Background: an optimization exercise with open tools, aiming at small area. Do not read the settings as production practice.
Function was checked by simulation only, so behaviour that the tests miss may differ from the original.
Power figures rest on the tool's default switching activity, not on a simulated workload.

==> flow/design.v <==
module dds_multichannel_avalon #(
   parameter int unsigned N_CH      = 4,
   parameter int unsigned INC_WIDTH = 32,
   parameter int unsigned PHASE_W   = 14,
   parameter int unsigned DWELL_W   = 16,
   parameter int unsigned ADDR_W    = 5
) (
   input  logic                      i_clk,
   input  logic                      i_rst_n,
   input  logic                      chipselect,
   input  logic                      write,
   input  logic                      read,
   input  logic [ADDR_W-1:0]         address,
   input  logic [31:0]               writedata,
   output logic [31:0]               readdata,
   output logic [N_CH*PHASE_W-1:0]   o_phase,
   output logic [N_CH-1:0]           o_valid,
   output logic                      o_irq
);
   localparam int unsigned CH_W = ADDR_W - 3;
   typedef enum logic [1:0] {StIdle, StDwell, StDone} sweep_st_e;
   logic [2:0]      reg_sel;
   logic [CH_W-1:0] ch_sel;
   logic            wr_en, cmd_wr;
   logic [N_CH-1:0] hit, commit, clear;
   logic [31:0]     rd_val;
   logic [4:0]           ctrl_sh [N_CH];
   logic [INC_WIDTH-1:0] inc_sh  [N_CH];
   logic [INC_WIDTH-1:0] ofs_sh  [N_CH];
   logic [INC_WIDTH-1:0] step_sh [N_CH];
   logic [INC_WIDTH-1:0] lim_sh  [N_CH];
   logic [DWELL_W-1:0]   dwell_sh[N_CH];
   logic [4:0]           ctrl_q  [N_CH];
   logic [INC_WIDTH-1:0] start_q [N_CH];
   logic [INC_WIDTH-1:0] ofs_q   [N_CH];
   logic [INC_WIDTH-1:0] step_q  [N_CH];
   logic [INC_WIDTH-1:0] lim_q   [N_CH];
   logic [DWELL_W-1:0]   dwell_q [N_CH];
   logic [INC_WIDTH-1:0] acc_q   [N_CH];
   logic [PHASE_W-1:0]   phase_q [N_CH];
   sweep_st_e            state_q [N_CH];
   sweep_st_e            state_d [N_CH];
   logic [INC_WIDTH-1:0] cur_q   [N_CH];
   logic [INC_WIDTH-1:0] cur_d   [N_CH];
   logic [DWELL_W-1:0]   cnt_q   [N_CH];
   logic [DWELL_W-1:0]   cnt_d   [N_CH];
   logic [N_CH-1:0]      done_q, done_d, over;
   logic [INC_WIDTH:0]   nxt     [N_CH];
   assign reg_sel = address[2:0];
   assign ch_sel  = address[ADDR_W-1:3];
   assign wr_en   = chipselect & write;
   assign cmd_wr  = wr_en & (reg_sel == 3'd7) & (|hit);
   always_comb begin
      hit    = '0;
      commit = '0;
      clear  = '0;
      for (int k = 0; k < N_CH; k++) begin
         hit[k]    = (ch_sel == CH_W'(k));
         commit[k] = cmd_wr & (writedata[2] | (hit[k] & writedata[0]));
         clear[k]  = cmd_wr & writedata[1] & (writedata[2] | hit[k]);
      end
   end
   always_comb begin
      rd_val = '0;
      for (int k = 0; k < N_CH; k++) begin
         if (hit[k]) begin
            case (reg_sel)
               3'd0: rd_val = 32'(ctrl_sh[k]);
               3'd1: rd_val = 32'(inc_sh[k]);
               3'd2: rd_val = 32'(ofs_sh[k]);
               3'd3: rd_val = 32'(step_sh[k]);
               3'd4: rd_val = 32'(lim_sh[k]);
               3'd5: rd_val = 32'(dwell_sh[k]);
               3'd6: rd_val = 32'(cur_q[k]);
               3'd7: rd_val = {29'd0, done_q[k], state_q[k] == StDwell, ctrl_q[k][0]};
            endcase
         end
      end
   end
   always_ff @(posedge i_clk or negedge i_rst_n) begin
      if (!i_rst_n) begin
         readdata <= '0;
         for (int k = 0; k < N_CH; k++) begin
            ctrl_sh[k]  <= '0;
            inc_sh[k]   <= '0;
            ofs_sh[k]   <= '0;
            step_sh[k]  <= '0;
            lim_sh[k]   <= '0;
            dwell_sh[k] <= '0;
            ctrl_q[k]   <= '0;
            start_q[k]  <= '0;
            ofs_q[k]    <= '0;
            step_q[k]   <= '0;
            lim_q[k]    <= '0;
            dwell_q[k]  <= '0;
            acc_q[k]    <= '0;
            phase_q[k]  <= '0;
         end
      end else begin
         if (chipselect && read) readdata <= rd_val;
         for (int k = 0; k < N_CH; k++) begin
            if (wr_en && hit[k]) begin
               case (reg_sel)
                  3'd0:    ctrl_sh[k]  <= writedata[4:0];
                  3'd1:    inc_sh[k]   <= writedata[INC_WIDTH-1:0];
                  3'd2:    ofs_sh[k]   <= writedata[INC_WIDTH-1:0];
                  3'd3:    step_sh[k]  <= writedata[INC_WIDTH-1:0];
                  3'd4:    lim_sh[k]   <= writedata[INC_WIDTH-1:0];
                  3'd5:    dwell_sh[k] <= writedata[DWELL_W-1:0];
                  default: ;
               endcase
            end
            if (commit[k]) begin
               ctrl_q[k]  <= ctrl_sh[k];
               start_q[k] <= inc_sh[k];
               ofs_q[k]   <= ofs_sh[k];
               step_q[k]  <= step_sh[k];
               lim_q[k]   <= lim_sh[k];
               dwell_q[k] <= dwell_sh[k];
            end
            if (clear[k]) acc_q[k] <= '0;
            else if (ctrl_q[k][0]) acc_q[k] <= acc_q[k] + cur_q[k];
            if (ctrl_q[k][0]) begin
               phase_q[k] <= PHASE_W'((acc_q[k] + ofs_q[k]) >> (INC_WIDTH - PHASE_W));
            end
         end
      end
   end
   always_ff @(posedge i_clk or negedge i_rst_n) begin
      if (!i_rst_n) begin
         done_q <= '0;
         for (int k = 0; k < N_CH; k++) begin
            state_q[k] <= StIdle;
            cur_q[k]   <= '0;
            cnt_q[k]   <= '0;
         end
      end else begin
         done_q <= done_d;
         for (int k = 0; k < N_CH; k++) begin
            state_q[k] <= state_d[k];
            cur_q[k]   <= cur_d[k];
            cnt_q[k]   <= cnt_d[k];
         end
      end
   end
   always_comb begin
      done_d = done_q;
      over   = '0;
      for (int k = 0; k < N_CH; k++) begin
         state_d[k] = state_q[k];
         cur_d[k]   = cur_q[k];
         cnt_d[k]   = cnt_q[k];
         nxt[k]     = ctrl_q[k][2] ? ({1'b0, cur_q[k]} - {1'b0, step_q[k]})
                                   : ({1'b0, cur_q[k]} + {1'b0, step_q[k]});
         over[k]    = ctrl_q[k][2] ? (nxt[k][INC_WIDTH] || (nxt[k][INC_WIDTH-1:0] < lim_q[k]))
                                   : (nxt[k] > {1'b0, lim_q[k]});
         if (commit[k]) begin
            state_d[k] = (ctrl_sh[k][0] && ctrl_sh[k][1]) ? StDwell : StIdle;
            cur_d[k]   = inc_sh[k];
            cnt_d[k]   = '0;
            done_d[k]  = 1'b0;
         end else if (ctrl_q[k][0] && ctrl_q[k][1] && state_q[k] == StDwell) begin
            if (cnt_q[k] != dwell_q[k]) begin
               cnt_d[k] = cnt_q[k] + 1'b1;
            end else begin
               cnt_d[k] = '0;
               if (step_q[k] != '0) begin
                  if (!over[k]) begin
                     cur_d[k] = nxt[k][INC_WIDTH-1:0];
                  end else begin
                     done_d[k] = 1'b1;
                     if (ctrl_q[k][3]) begin
                        cur_d[k] = start_q[k];
                     end else begin
                        cur_d[k]   = lim_q[k];
                        state_d[k] = StDone;
                     end
                  end
               end
            end
         end
      end
   end
   always_comb begin
      o_phase = '0;
      o_valid = '0;
      o_irq   = 1'b0;
      for (int k = 0; k < N_CH; k++) begin
         o_phase[k*PHASE_W +: PHASE_W] = phase_q[k];
         o_valid[k] = ctrl_q[k][0];
         o_irq      = o_irq | (done_q[k] & ctrl_q[k][4]);
      end
   end
endmodule
==> flow/run.sh <==
#!/bin/bash
# synth_recipe.tcl (not shown) runs the flow's synth.tcl, then flattens the netlist and writes it again
# the make line also repeats each setting of config.mk as NAME=value (left out here)
make -C /OpenROAD-flow-scripts/flow DESIGN_CONFIG=/design/flow/config.mk WORK_HOME=/design/flow/orfs CLKGATE_MAP_FILE= SYNTH_SCRIPT=/design/flow/synth_recipe.tcl finish
==> flow/config.mk <==
export PLATFORM = sky130hd
export DESIGN_NAME = dds_multichannel_avalon
export DESIGN_NICKNAME = dds_multichannel_avalon
export VERILOG_FILES = /design/flow/design.v
export SDC_FILE = /design/flow/constraint.sdc
export NUM_CORES = 4
export LEC_CHECK = 0
export CAP_MARGIN = 20
export CORE_MARGIN = 2
export CORE_UTILIZATION = 40
export SLEW_MARGIN = 20
==> flow/constraint.sdc <==
create_clock -name core_clock -period 8.0 [get_ports {i_clk}]
set_input_delay 1.6000 -clock core_clock [delete_from_list [all_inputs] [get_ports {i_clk}]]
set_output_delay 1.6000 -clock core_clock [all_outputs]
set_load 0.01 [all_outputs]
==> run notes <==
## routing by layer
metal / vias to the layer above / share of wire / GRT usage / wire (um)
li1: 34784 / - / - / -
met4: 4 / 0.059 / 0.156 / 21100
met3: 668 / 0.085 / 0.0638 / 30100
met2: 3359 / 0.43 / 0.441 / 153000
met1: 39111 / 0.43 / 0.404 / 151000
met5: - / 0.000076 / 0 / 27
## logic make-up (layout without fill, tap and decap cells)
group,after synthesis,count (layout),share of synthesized area
AOI/OAI and AO/OA,2194,2194,0.152
other,0,12,0
xor gates and xnor gates,450,450,0.0424
and+or+nand+nor,3288,3289,0.152
muxes,985,985,0.116
DFF,1612,1612,0.434
adders and majority gates,516,516,0.0702
buffers and inverters,797,910,0.0333
## worst max-delay path, delay by kind of cell, from the launching register on
family	cells	cell delay, ps
and+or+nand+nor	9	2470
DFF	1	400
muxes	1	430
adders and majority gates	2	740
AOI/OAI and AO/OA	13	3060
xor gates and xnor gates	1	150
## stage by stage
step / power [mW] / utilization
after floorplan: 22.1 / -
after global placement: 27.0 / 0.425
after detailed placement: 27.3 / 0.425
after CTS: 36.0 / 0.451
after global routing: 38.4 / 0.451
final: 36.2 / 0.451
## power by group through the flow
stage               clock (mW)  combinational (mW)  sequential, mW
global placement             0                15.7            11.4
finish                    8.66                16.2            11.3
CTS                       8.79                16.0            11.3
floorplan                    0                11.4            10.7
detailed placement           0                15.8            11.4
global route              9.10                17.8            11.5
## final cells by class
| class | count | area (sq um) |
|---|---|---|
| antenna | 12 | 30.0 |
| clock buffer | 263 | 5260 |
| clock inverter | 66 | 795 |
| fill | 21892 | 126000 |
| inverter | 250 | 938 |
| multi-input combinational | 7434 | 49700 |
| sequential | 1612 | 40300 |
| tap | 3026 | 3790 |
| timing repair buffer | 331 | 3090 |
## worst max-delay path by stage
stage	start	endpoint	slack [ps]	cells past startpoint
after floorplan	step_q[1][5]$_DFFE_PN0P_	cur_q[1][30]$_DFFE_PN0P_	1870	29
after global placement	step_q[1][5]$_DFFE_PN0P_	cur_q[1][30]$_DFFE_PN0P_	570	26
after detailed placement	step_q[1][5]$_DFFE_PN0P_	cur_q[1][29]$_DFFE_PN0P_	440	25
after CTS	step_q[1][5]$_DFFE_PN0P_	cur_q[1][4]$_DFFE_PN0P_	400	25
after global routing	step_q[2][8]$_DFFE_PN0P_	cur_q[2][25]$_DFFE_PN0P_	60	26
final	step_q[2][9]$_DFFE_PN0P_	cur_q[2][25]$_DFFE_PN0P_	620	26
## cells in the final DEF (no fill, tap or decap), types with 202 or more instances in the layout
cell type	count
nand3_1	202
nand2_1	1987
mux2i_1	260
dfrtp_1	1604
nor2_1	514
inv_1	247
ha_1	508
a21oi_1	497
mux2_2	722
xnor2_1	297
o21ai_0	581
## sequential cells by signal, summed over array words and instances, names as in the netlist
register / flops
state_q: 8
done_q: 4
start_q: 128
dwell_q: 64
readdata: 32
acc_q: 128
lim_sh: 128
lim_q: 128
step_q: 128
phase_q: 56
ctrl_sh: 20
ctrl_q: 20
inc_sh: 128
cur_q: 128
ofs_q: 128
ofs_sh: 128
dwell_sh: 64
cnt_q: 64
step_sh: 128
## what timing repair did
action | CTS | global route
gates resized for setup | 0 | 4
hold endpoints to repair | 0 | 0
setup endpoints to repair | 0 | 43
==> flow_summary.json <==
{
  "setup_slack_ps": 624,
  "synth_cells": 9842,
  "synth_area_sq_um": 92900,
  "synth_commonest_cells": "nand2_1 (1989), dfrtp_1 (1612), mux2_2 (722)",
  "min-delay-start": "start_q[1][16]$_DFFE_PN0P_",
  "power.switching_mw": 14.9,
  "coreArea_sq_um": 230000,
  "drv_cap": 0,
  "final_cell_count_no_fill": 12994,
  "firstDrtPassIters": 6,
  "fmax_mhz": 136,
  "ys_seq_area_frac": 0.434,
  "yosysTopAreaCellShare": 0.434,
  "fp.dieW_um": 486,
  "io_pins": 135,
  "gp_congestion": 0.964,
  "drv_slew": 0,
  "dp.cells": 12651,
  "cts_sinks": 1612,
  "ctsHtreeMaxLevel": 4,
  "r2r_start": "step_q[2][9]$_DFFE_PN0P_",
  "final-hold-violation-count": 0,
  "synth_flop_cell": "dfrtp_1",
  "worst_setup_path_start_kind": "register",
  "holdPathEnd": "start_q[1][16]$_DFFE_PN0P_",
  "finalCriticalPeriod_ps": 7380,
  "area_delta_synth_final_pct": 12.0,
  "syn_area_per_cell_sq_um": 9.44,
  "die_h_um": 486,
  "hold_depth": 2,
  "timing.slew.headroom": 0.208,
  "cp.required_ps": 8720,
  "vias": 77926,
  "synth.distinct_cells": 102,
  "initial_core_util": 0.403,
  "yosys_warnings": 22,
  "r2r_slack_ps": 620,
  "synth-async-reset-ratio": 1.00,
  "gr-total-overflow": 0,
  "postCtsSetupBuffers": 0,
  "drtIter0Drc": 8050,
  "holdBufCountCts": 0,
  "via_per_inst": 6.00,
  "antenna_found_initial": 32,
  "place_hpwl_um": 253000,
  "ant_nets": 0,
  "clockBufferDepth": 3,
  "grt_start_max_net_pins": 166,
  "synth_most_common_cell": "nand2_1",
  "port_buffers": 134,
  "worst_pin_slew_ps": 1180,
  "power_frac_comb": 0.448,
  "outcome": "no timing/DRC/antenna violations",
  "routed_wl_um": 355000,
  "drive_gt1_frac": 0.133,
  "synth_area_leader_cell": "dfrtp_1",
  "drc": 0,
  "powerDensity_nw_per_um2": 348,
  "cts_tree": "yes",
  "setup.worst_path.end_class": "register",
  "path_max_fanout": 10,
  "criticalPathCategory": "reg2reg",
  "slowest_stage": "or4_1",
  "die_area_sq_um": 236000,
  "rsz0062_at_grt": "false",
  "grtUsageTotal": 0.297,
  "synth.area.top_cells": "dfrtp_1 (43%), mux2_2 (8.8%), nand2_1 (8.0%)",
  "clk_pin_slew_ps": 60,
  "cts_buffers": 184,
  "max_stage_delay_ps": 580,
  "fin_setup_tns_ps": 0,
  "crit_top_cell": "o21ai_0",
  "p_int_mw": 21.3,
  "finalSetupViolCount": 0,
  "nets": 10371,
  "r2r_cells": 26,
  "placed_cell_area_sq_um": 97900,
  "clock_skew_ps": 30.4,
  "synth-edff-count": 0,
  "post-route-period-util": 0.922,
  "dpl_worst_slack_ps": 441,
  "hold_class": "reg2reg",
  "design_area_sq_um": 104000,
  "ys_ff_latch": 1612,
  "clockPowerShare": 0.239,
  "syn-num-nets": 10400,
  "grt_pass1_wl_um": 523000,
  "hold_ws_ps": 472,
  "peakVddDrop_uv": 274,
  "grt_pass1_vias": 75550,
  "seqPwrFrac": 0.313,
  "clk-insertion-delay-late_ps": 870,
  "p_leak_nw": 49.5,
  "avgRoutedWirePerCell_um": 27.3,
  "rows": 176,
  "arrival_ps": 8100,
  "clockRootBuffer": "clkbuf_16",
  "netSwitchingFraction": 0.413,
  "reg2reg_to": "cur_q[2][25]$_DFFE_PN0P_"
}

port drivers added, routing unchanged:
The flow's constraints put no driver on any port. The routed layout listed below was extracted and timed again, unchanged, in two steps. Step 1: set_driving_cell puts a clkbuf_16 on i_clk and a buf_2 on each other input, an assumption about the parent block. Step 2 times the ports against the registers' clock, not the clock port: input delays grow and output delays shrink by t, the midpoint of the rising clock arrivals with the driver on. a / b / c = no drivers / after step 1 / after step 2; a / b = the first two.
t (ns): 0.963
setup slack, ns: 0.624 / 0.624 / 0.624
hold slack, ns: 0.472 / 0.472 / 0.472
worst setup path at the end: register to register
worst data-port slew with drivers (ns): 0.20
After both steps this run still meets setup and hold. The setup slack of this run moves by 0.000 ns with the drivers and by 0.000 ns with both steps.
